Context: an optimization exercise on an open-source flow, tuned for small area and a short achievable clock period. The choices shown serve that exercise and are no tape-out recipe. Function was not checked in any run shown here: the RTL went through the layout flow alone. Power and IR drop assume default switching activity.

## flow/design.v (module list and top-level ports; edited modules follow where they fit)
// module adder_tree_25: 1701 lines
module adder_tree_25 (
    input  logic         clk,
    input  logic         rst,
    input  logic         in_valid,
    input  logic [399:0] in_data,
    output logic         res_valid,
    output logic [15:0]  res
);
  // ...
==> flow/flow/run.sh <==
#!/bin/bash
# Own layout flow: the standard flow (standard.sh) with two changes.
#  1. After the standard synthesis, fapol.py re-chooses the polarity of the
#     full-adder cells so that the inverters extract_fa leaves around them go;
#     a Yosys equivalence proof against the standard netlist must pass, else
#     the standard netlist is kept.
#  2. Port buffers are sky130_fd_sc_hd__buf_1 (every port still gets one).
# Each tool writes its full output to a log file of its own in this folder.
set -uo pipefail
export BUFFER_PORTS_ARGS="-buffer_cell sky130_fd_sc_hd__buf_1"
HERE=$(pwd)
bash standard.sh synth > synth.log 2>&1 || exit 1
NET=$HERE/orfs/results/sky130hd/adder_tree_25/base/1_2_yosys.v
cp "$NET" "$HERE/netlist_standard.v"
if python3 "$HERE/flow/fapol.py" "$HERE/netlist_standard.v" "$HERE/netlist_fapol.v" > fapol.log 2>&1; then
  cat > equiv.ys <<EOT
read_liberty -ignore_miss_func $FLOW_HOME/platforms/sky130hd/lib/sky130_fd_sc_hd__tt_025C_1v80.lib
read_verilog $HERE/netlist_standard.v
rename $FLOW_TOP gold
read_verilog $HERE/netlist_fapol.v
rename $FLOW_TOP gate
setattr -mod -unset top gold gate
flatten gold gate
rename -hide gold/w:_* gate/w:_*
equiv_make gold gate eq
hierarchy -top eq
equiv_simple -seq 0
equiv_induct
equiv_status -assert
EOT
  if yosys -s equiv.ys > equiv.log 2>&1; then
    cp "$HERE/netlist_fapol.v" "$NET"
    touch "$NET"
    echo "fapol netlist used" >> fapol.log
  else
    echo "equivalence failed: standard netlist kept" >> fapol.log
  fi
fi
bash standard.sh finish > finish.log 2>&1
==> flow/flow/fapol.py <==
#!/usr/bin/env python3
"""Choose the polarity of every full-adder cell in a mapped sky130 netlist so
that as few inverters as possible remain.

A full adder is self-dual: FA(~a, ~b, ~c) = (~cout, ~sum).  Yosys's extract_fa
often builds full adders with all inputs and outputs inverted, which leaves an
inverter on many full-adder pins.  This pass removes every inverter, picks for
each full adder whether it computes the true or the complemented function, and
then puts back one inverter per net that some pin needs in the other polarity.

usage: fapol.py IN.v OUT.v
The netlist must be flat, with one module and no assign statements; if it is
not, the input is copied unchanged.
"""
import re
import sys
import random
import shutil

OUT_PINS = {"X", "Y", "Q", "Q_N", "SUM", "COUT", "HI", "LO"}
INV_RE = re.compile(r"^sky130_fd_sc_hd__(inv|clkinv)_\d+$")
FA_RE = re.compile(r"^sky130_fd_sc_hd__fa_\d+$")
INST_RE = re.compile(r"^\s*(sky130_fd_sc_hd__\w+)\s+(\\\S+|\w+)\s*\((.*?)\);\s*$", re.S | re.M)
PIN_RE = re.compile(r"\.(\w+)\(\s*([^()]*?)\s*\)")


def main():
    src, dst = sys.argv[1], sys.argv[2]
    text = open(src).read()
    if re.search(r"^\s*assign\s", text, re.M) or text.count("endmodule") != 1:
        print("fapol: netlist has assigns or several modules; left unchanged")
        shutil.copy(src, dst)
        return
    insts = []
    for m in INST_RE.finditer(text):
        pins = dict(PIN_RE.findall(m.group(3)))
        insts.append({"type": m.group(1), "name": m.group(2), "pins": pins,
                      "span": m.span()})
    # ports
    outports = set()
    for m in re.finditer(r"^\s*output\s+(\[(\d+):(\d+)\]\s*)?(\S+)\s*;", text, re.M):
        name = m.group(4)
        if m.group(1):
            hi, lo = int(m.group(2)), int(m.group(3))
            for i in range(min(hi, lo), max(hi, lo) + 1):
                outports.add(f"{name}[{i}]")
        else:
            outports.add(name)
    driver = {}
    for idx, ins in enumerate(insts):
        for p, n in ins["pins"].items():
            if p in OUT_PINS and n:
                driver[n] = (idx, p)
    # inverters that may go: output not a port
    removable = set()
    for idx, ins in enumerate(insts):
        if INV_RE.match(ins["type"]) and ins["pins"].get("Y") not in outports:
            removable.add(idx)

    def resolve(net):
        pol = 0
        seen = 0
        while net in driver and driver[net][0] in removable:
            net = insts[driver[net][0]]["pins"]["A"]
            pol ^= 1
            seen += 1
            if seen > 1000:
                raise SystemExit("inverter loop")
        return net, pol

    fas = [i for i, ins in enumerate(insts) if FA_RE.match(ins["type"])]
    fa_index = {i: k for k, i in enumerate(fas)}
    # consumers: (inst, pin, root, pol) for every non-removable instance input
    consumers = []
    for idx, ins in enumerate(insts):
        if idx in removable:
            continue
        for p, n in ins["pins"].items():
            if p in OUT_PINS or not n:
                continue
            if re.match(r"^\d+'[bh]", n):
                continue
            r, pol = resolve(n)
            consumers.append((idx, p, r, pol))
    # output ports driven through removable inverters would lose their
    # driver; there are none by construction (their inverter is kept)
    # root owner: FA output roots flip with their FA
    root_fa = {}
    for i in fas:
        for p in ("SUM", "COUT"):
            n = insts[i]["pins"].get(p)
            if n:
                root_fa[n] = fa_index[i]
    flip = [0] * len(fas)
    # per root: list of consumer ids
    by_root = {}
    for cid, (idx, p, r, pol) in enumerate(consumers):
        by_root.setdefault(r, []).append(cid)
    fa_cons = {}  # fa k -> consumer ids on its inputs
    for cid, (idx, p, r, pol) in enumerate(consumers):
        if idx in fa_index:
            fa_cons.setdefault(fa_index[idx], []).append(cid)

    def need(cid):
        # polarity (relative to the root's logical value) the pin must see
        idx, p, r, pol = consumers[cid]
        if idx in fa_index and flip[fa_index[idx]]:
            pol ^= 1
        return pol

    def phys(r):
        k = root_fa.get(r)
        return flip[k] if k is not None else 0

    def root_cost(r):
        ph = phys(r)
        return 1 if any(need(c) != ph for c in by_root.get(r, [])) else 0

    def roots_of_fa(k):
        i = fas[k]
        rs = set()
        for p in ("SUM", "COUT"):
            n = insts[i]["pins"].get(p)
            if n:
                rs.add(n)
        for c in fa_cons.get(k, []):
            rs.add(consumers[c][2])
        return rs

    total = sum(root_cost(r) for r in by_root)
    start = sum(1 for i in removable)
    improved = True
    rounds = 0
    while improved and rounds < 50:
        improved = False
        rounds += 1
        for k in range(len(fas)):
            rs = roots_of_fa(k)
            before = sum(root_cost(r) for r in rs)
            flip[k] ^= 1
            after = sum(root_cost(r) for r in rs)
            if after < before:
                total += after - before
                improved = True
            else:
                flip[k] ^= 1
    # rewrite
    inv_net = {}
    new_insts = []
    for r in sorted(by_root):
        if root_cost(r):
            nn = f"_fapol_n{len(inv_net)}_"
            inv_net[r] = nn
            new_insts.append((nn, r))
    conn = {}
    for cid, (idx, p, r, pol) in enumerate(consumers):
        conn[(idx, p)] = r if need(cid) == phys(r) else inv_net[r]
    out = []
    pos = 0
    for idx, ins in enumerate(insts):
        a, b = ins["span"]
        out.append(text[pos:a])
        pos = b
        if idx in removable:
            continue
        pins = dict(ins["pins"])
        if idx in fa_index and flip[fa_index[idx]]:
            pass  # outputs keep their nets, which now carry the complement
        for p in pins:
            if (idx, p) in conn:
                pins[p] = conn[(idx, p)]
        body = ",\n".join(f"    .{p}({n}{' ' if n.startswith(chr(92)) else ''})" for p, n in pins.items())
        out.append(f"  {ins['type']} {ins['name']} (\n{body}\n  );")
    tail = text[pos:]
    k = tail.rfind("endmodule")
    decl = "".join(f"  wire {nn};\n" for nn, r in new_insts)
    cells = "".join(f"  sky130_fd_sc_hd__inv_1 {nn}inv (\n    .A({r}{' ' if r.startswith(chr(92)) else ''}),\n    .Y({nn})\n  );\n"
                    for nn, r in new_insts)
    out.append(tail[:k] + decl + cells + tail[k:])
    res = "".join(out)
    # the new wires must be declared before use for some readers: move decls up
    mod = re.search(r"^\s*module\s.*?;\s*$", res, re.M | re.S)
    res = res.replace(decl, "", 1)
    res = res[:mod.end()] + "\n" + decl + res[mod.end():]
    open(dst, "w").write(res)
    print(f"fapol: {len(fas)} full adders, {sum(flip)} flipped, inverters {start} -> {len(new_insts)}")


if __name__ == "__main__":
    main()
==> flow/standard.sh <==
#!/bin/bash
# synth_recipe.tcl (not shown) runs the flow's synth.tcl, then flattens the netlist and writes it again
# the make line also repeats each setting of config.mk as NAME=value (left out here)
make -C /OpenROAD-flow-scripts/flow DESIGN_CONFIG=/design/flow/config.mk WORK_HOME=/design/flow/orfs CLKGATE_MAP_FILE= SYNTH_SCRIPT=/design/flow/synth_recipe.tcl "${@:-finish}"
==> flow/config.mk <==
export PLATFORM = sky130hd
export DESIGN_NAME = adder_tree_25
export DESIGN_NICKNAME = adder_tree_25
export VERILOG_FILES = /design/flow/design.v
export SDC_FILE = /design/flow/constraint.sdc
export NUM_CORES = 4
export LEC_CHECK = 0
export CAP_MARGIN = 20
export CORE_MARGIN = 2
export CORE_UTILIZATION = 40
export SETUP_SLACK_MARGIN = 1.1
export SLEW_MARGIN = 20
==> flow/constraint.sdc <==
create_clock -name core_clock -period 3.0 [get_ports {clk}]
set_input_delay 0.6000 -clock core_clock [delete_from_list [all_inputs] [get_ports {clk}]]
set_output_delay 0.6000 -clock core_clock [all_outputs]
set_load 0.01 [all_outputs]
==> flow_summary.toml, run 1 <==
[grt]
use_met3_pct = 3.46
grt_use_met1_pct = 19.4
top_usage_layer = "met2"
grt_overflow_total = 0

[sta]
worst_pin_slew_ps = 656
slew_headroom_pct = 56.3
timing.final.crit_share_pct = 78.2
fmax_mhz = 426
fin_crit_ps = 2350
fin_tns_setup_ps = 0

[cells_and_area]
final_cells = 1499
multi_input_area_share_pct = 56.6
nonClkBufAreaFrac_pct = 11.9
fillerInstances = 2404
diodes = 0
reg_top3 = "res x16, vpipe x2"
top_area_cell_class = "multi-input combinational cells"
seq-cell-share_pct = 23.8

[power]
max-vdd-ir-drop_mv = 0.696
pg_seq_mw = 4.10
seqPwrFrac_pct = 26.1

[drt]
viasPerCell = 4.36
drt_iter0_drc = 144
wl_met3_mm = 1.55
num_vias = 6530
wl_met1_mm = 8.71

[die]
core_um2 = 27800
dieArea_um2 = 29600
die_y_um = 172
rows = 61
pin_count = 420

[cts]
htreeDepth = 4
clock-sinks = 177
ctsResizeCount = 21
cts_tree = "yes"

[worst_setup_path]
cp-start-kind = "flip-flop"
crit_fanout = 3
critPathTopFamily = "adder cells"
max_stage_delay_ps = 570
worst-setup-path-type = "reg2reg"
critPathSlowestCell = "fa_1"
worst-path-stages = 7
cp_cell_sequence = "fa_1 -> ha_4 -> a31oi_4 -> nor4_4 -> o31a_1 -> or3_1 -> a32o_1"

[status]
status = "finished clean"

[worst_hold_path]
hold_start = "in_valid"
==> run 2, diff against run 1 <==
--- a/flow/design.v
+++ b/flow/design.v
@@ -836,16 +836,18 @@
     wire s691;
     wire c692;
     wire s693;
     wire c694;
     wire s695;
     wire c696;
     wire s697;
     logic [15:0] row_a, row_b;
+    logic [8:0] lo_sum, lo_q;
+    logic [7:0] hi_a_q, hi_b_q;
     logic [15:0] sum;
     assign s1 = in_data[0] ^ in_data[16] ^ in_data[32];
     assign c2 = (in_data[0] & in_data[16]) | (in_data[0] & in_data[32]) | (in_data[16] & in_data[32]);
     assign s3 = in_data[48] ^ in_data[64] ^ in_data[80];
     assign c4 = (in_data[48] & in_data[64]) | (in_data[48] & in_data[80]) | (in_data[64] & in_data[80]);
     assign s5 = in_data[96] ^ in_data[112] ^ in_data[128];
     assign c6 = (in_data[96] & in_data[112]) | (in_data[96] & in_data[128]) | (in_data[112] & in_data[128]);
     assign s7 = in_data[144] ^ in_data[160] ^ in_data[176];
@@ -1514,17 +1516,18 @@
     assign c692 = (p2_c12_0 & p2_c12_1) | (p2_c12_0 & p2_c12_2) | (p2_c12_1 & p2_c12_2);
     assign s693 = p2_c13_0 ^ p2_c13_1 ^ p2_c13_2;
     assign c694 = (p2_c13_0 & p2_c13_1) | (p2_c13_0 & p2_c13_2) | (p2_c13_1 & p2_c13_2);
     assign s695 = p2_c14_0 ^ p2_c14_1 ^ p2_c14_2;
     assign c696 = (p2_c14_0 & p2_c14_1) | (p2_c14_0 & p2_c14_2) | (p2_c14_1 & p2_c14_2);
     assign s697 = p2_c15_0 ^ p2_c15_1 ^ p2_c15_2;
     assign row_a = {c696, c694, c692, c690, c688, c686, c684, c682, c680, c678, c676, s675, p2_c3_0, p2_c2_0, p2_c1_0, p2_c0_0};
     assign row_b = {s697, s695, s693, s691, s689, s687, s685, s683, s681, s679, s677, 1'b0, p2_c3_1, 1'b0, 1'b0, 1'b0};
-    assign sum = row_a + row_b;
+    assign lo_sum = {1'b0, row_a[7:0]} + {1'b0, row_b[7:0]};
+    assign sum = {hi_a_q + hi_b_q + {7'd0, lo_q[8]}, lo_q[7:0]};
     always_ff @(posedge clk) begin
         p1_c0_0 <= s413;
         p1_c1_0 <= s271;
         p1_c1_1 <= c414;
         p1_c1_2 <= s415;
         p1_c1_3 <= s417;
         p1_c1_4 <= s419;
         p1_c2_0 <= c416;
@@ -1674,29 +1677,32 @@
         p2_c13_1 <= c668;
         p2_c13_2 <= s669;
         p2_c14_0 <= s641;
         p2_c14_1 <= c670;
         p2_c14_2 <= s671;
         p2_c15_0 <= s645;
         p2_c15_1 <= c672;
         p2_c15_2 <= s673;
+        lo_q <= lo_sum;
+        hi_a_q <= row_a[15:8];
+        hi_b_q <= row_b[15:8];
     end
-    logic [1:0] vpipe;
+    logic [2:0] vpipe;
     always_ff @(posedge clk) begin
         if (!rst) begin
             vpipe <= '0;
         end else begin
-            vpipe <= {vpipe[0:0], in_valid};
+            vpipe <= {vpipe[1:0], in_valid};
         end
     end
     always_ff @(posedge clk) begin
         if (!rst) begin
             res_valid <= 1'b0;
             res       <= '0;
         end else begin
-            res_valid <= vpipe[1];
-            if (vpipe[1]) begin
+            res_valid <= vpipe[2];
+            if (vpipe[2]) begin
                 res <= sum;
             end
         end
     end
 endmodule
==> flow/config.mk (replaced) <==
export PLATFORM = sky130hd
export DESIGN_NAME = adder_tree_25
export DESIGN_NICKNAME = adder_tree_25
export VERILOG_FILES = /design/flow/design.v
export SDC_FILE = /design/flow/constraint.sdc
export NUM_CORES = 4
export LEC_CHECK = 0
export CAP_MARGIN = 20
export CORE_MARGIN = 2
export CORE_UTILIZATION = 40
export SETUP_SLACK_MARGIN = 0.8
export SLEW_MARGIN = 20
==> run 2 against run 1 <==
  * Still clean on timing, DRC and antenna
  * Power fell by 18%
  * Synthesized cell count grew 2.3%
  * Sequential power up 15%
  * Maximum frequency up 14%
  * Sequential cell count is 26 higher
  * Clock skew increased by 13 ps
==> flow_summary.toml, run 2 <==
[die]
pin_count = 420
rows = 62
die_y_um = 175
dieArea_um2 = 30700
start_util_pct = 40.8
die_w_um = 175
core_um2 = 28800

[sta]
fin_crit_ps = 2050
timing.final.crit_share_pct = 68.4
slew_headroom_pct = 63.9
rsz0062_at_grt = "false"
finalHoldViolCount = 0
fin_tns_setup_ps = 0
worst_pin_slew_ps = 541
final_max_slew_viol_count = 0
setup_viol = 0
hold_ws_ps = 309
finalClockSkew_ps = 20.8
fmax_mhz = 487

[placement]
portBuffers = 419
routabilityCongestion = 0.810
dpl.hpwl_mm = 20.9

[cts]
clockBufferDepth = 3
cts_tree = "yes"
numCtsBuffers = 22
ctsResizeCount = 0
root_buffer = "clkbuf_16"
htreeDepth = 1
clock-sinks = 203
insertion_delay_ps = 500
cts_setup_buffers = 0
ctsHoldBuffers = 0
clk_pin_slew_worst_paths_ps = 60

[run]
maxCapViolCount = 0

[power]
p_leak_nw = 5.39
switching_share_pct = 34.6
p_clk_share_pct = 20.3
power.density_nw_per_um2 = 889
p_int_mw = 8.44
combPwrFrac_pct = 43.2
max-vdd-ir-drop_mv = 0.348
power_switching_mw = 4.46
seqPwrFrac_pct = 36.5

[worst_setup_path]
cp.arrival_ps = 2450
critPathTopFamily = "adder cells"
crit_fanout = 2
cp_common_cell = "fa_1"
cp-start-kind = "flip-flop"
crit_buf_inv = 1
max_stage_delay_ps = 460
cp_cell_sequence = "fa_1 -> fa_1 -> inv_1 -> nor2b_1 -> o21ai_1 -> nor3b_1 -> o31ai_1 -> and2_1"
cp-end-kind = "flip-flop"
worst-setup-path-type = "reg2reg"
critPathSlowestCell = "fa_1"
cp_data_required_time_ps = 3400

[drt]
ant_nets = 0
drt_iter0_drc = 140
viasPerCell = 4.30
dr.pass1.iters = 4
num_vias = 6517
drc = 0
routed_wirelength_mm = 23.1
wl_per_cell_um = 15.2

[synth]
synth_area_um2 = 11700
synthCells = 676
synth_fp_nets = 1418
synth.avg_cell_area_um2 = 17.4
yosysWarnings = 1

[cells_and_area]
largest_register = "res"
diodes = 0
synthToLayoutAreaGrowth_pct = 23.5
fillerInstances = 2536
drive_above_1_share_pct = 3.18
final_common_cell = "buf_1"
layout.nets = 1859
largest_register_ffs = 16
layout_common_cells = "419 x buf_1, 328 x fa_1, 203 x dfxtp_1, 43 x xnor2_1, 22 x clkbuf_16"
reg_top3 = "res x16, lo_q x9"

[grt]
grt_pass1_wl_mm = 38.3
grt_overflow_total = 0
grt_max_degree = 17
track_usage_pct = 15.9
grt_pass1_vias = 7811
antenna_found_initial = 0

[worst_hold_path]
hp-class = "in2reg"

[status]
status = "finished clean"
[run 2: per-stage QoR]
step           cell area [µm²]  worst slack, ps  util [%]  total power, mW  cells
6_report                 14500              947      50.4             12.9   1515
5_1_grt                  14500              809      50.4             14.5   1515
4_1_cts                  14500              934      50.4             13.4   1515
3_5_place_dp             13800              613      47.9             10.6   1477
3_3_place_gp             13800              650      47.9             10.5   1477
2_1_floorplan            11700              803         -             8.59    676
[run 2: routing by layer]
metal  track usage, %  wire (µm)  vias to the layer above
li1                 -          -                     2976
met1             19.8       8860                     3265
met2             29.3      12500                      240
met3             2.32       1220                       36
met4             3.75        510                        0
met5                0          0                        -
[run 2: power groups by stage]
stage                     registers, mW  logic, mW  clock network (mW)
after floorplan                    4.61       3.98                   0
after global placement             4.77       5.77                   0
after detailed placement           4.79       5.84                   0
after CTS                          4.75       5.90                2.72
after global routing               4.85       6.79                2.83
final                              4.70       5.58                2.62
[run 2: final timing paths]
path | cells past startpoint | endpoint | startpoint | slack [ps]
min | 2 | vpipe[0] | in_valid | 310
min reg2reg | 0 | lo_q[2] | p2_c2_0 | 330
max | 8 | res[12] | lo_q[8] | 950
max reg2reg | 8 | res[12] | lo_q[8] | 950
[run 2: area by class of cell]
type	count	area, µm²	area share (%)
tap	384	480	3.31
clock inverter	6	72.6	0.501
inverter	13	48.8	0.337
clock buffer	32	638	4.40
multi-input combinational	456	7610	52.5
timing repair buffer	421	1590	11.0
sequential	203	4060	28.0

## port drivers added, routing unchanged
No port has a modelled driver above. Below, the same layouts with a new extraction and two added sets of constraints.
Step 1 assumes that a clkbuf_16 drives the clock port and a buf_2 every other input.
Step 2, shift: input delay + t, output delay - t, t = (earliest + latest rising clock arrival at the registers) / 2. This alone moves slack from input paths to output paths.
Three values: ideal ports, drivers, drivers and shift; two values: the first two.
run	t (ns)	setup slack, ns	slew at the worst register clock pin (ns)	worst data-port slew with drivers (ns)	pins driven straight from the clock port
run 1	0.470	0.653 / 0.653 / 0.610	0.07 / 0.07	0.09	1
run 2	0.542	0.947 / 0.947 / 0.622	0.06 / 0.06	0.07	1
After both steps every run listed still meets setup and hold. For run 2, which loses most, drivers alone change the setup slack by 0.000 ns; drivers and shift together by -0.325 ns.
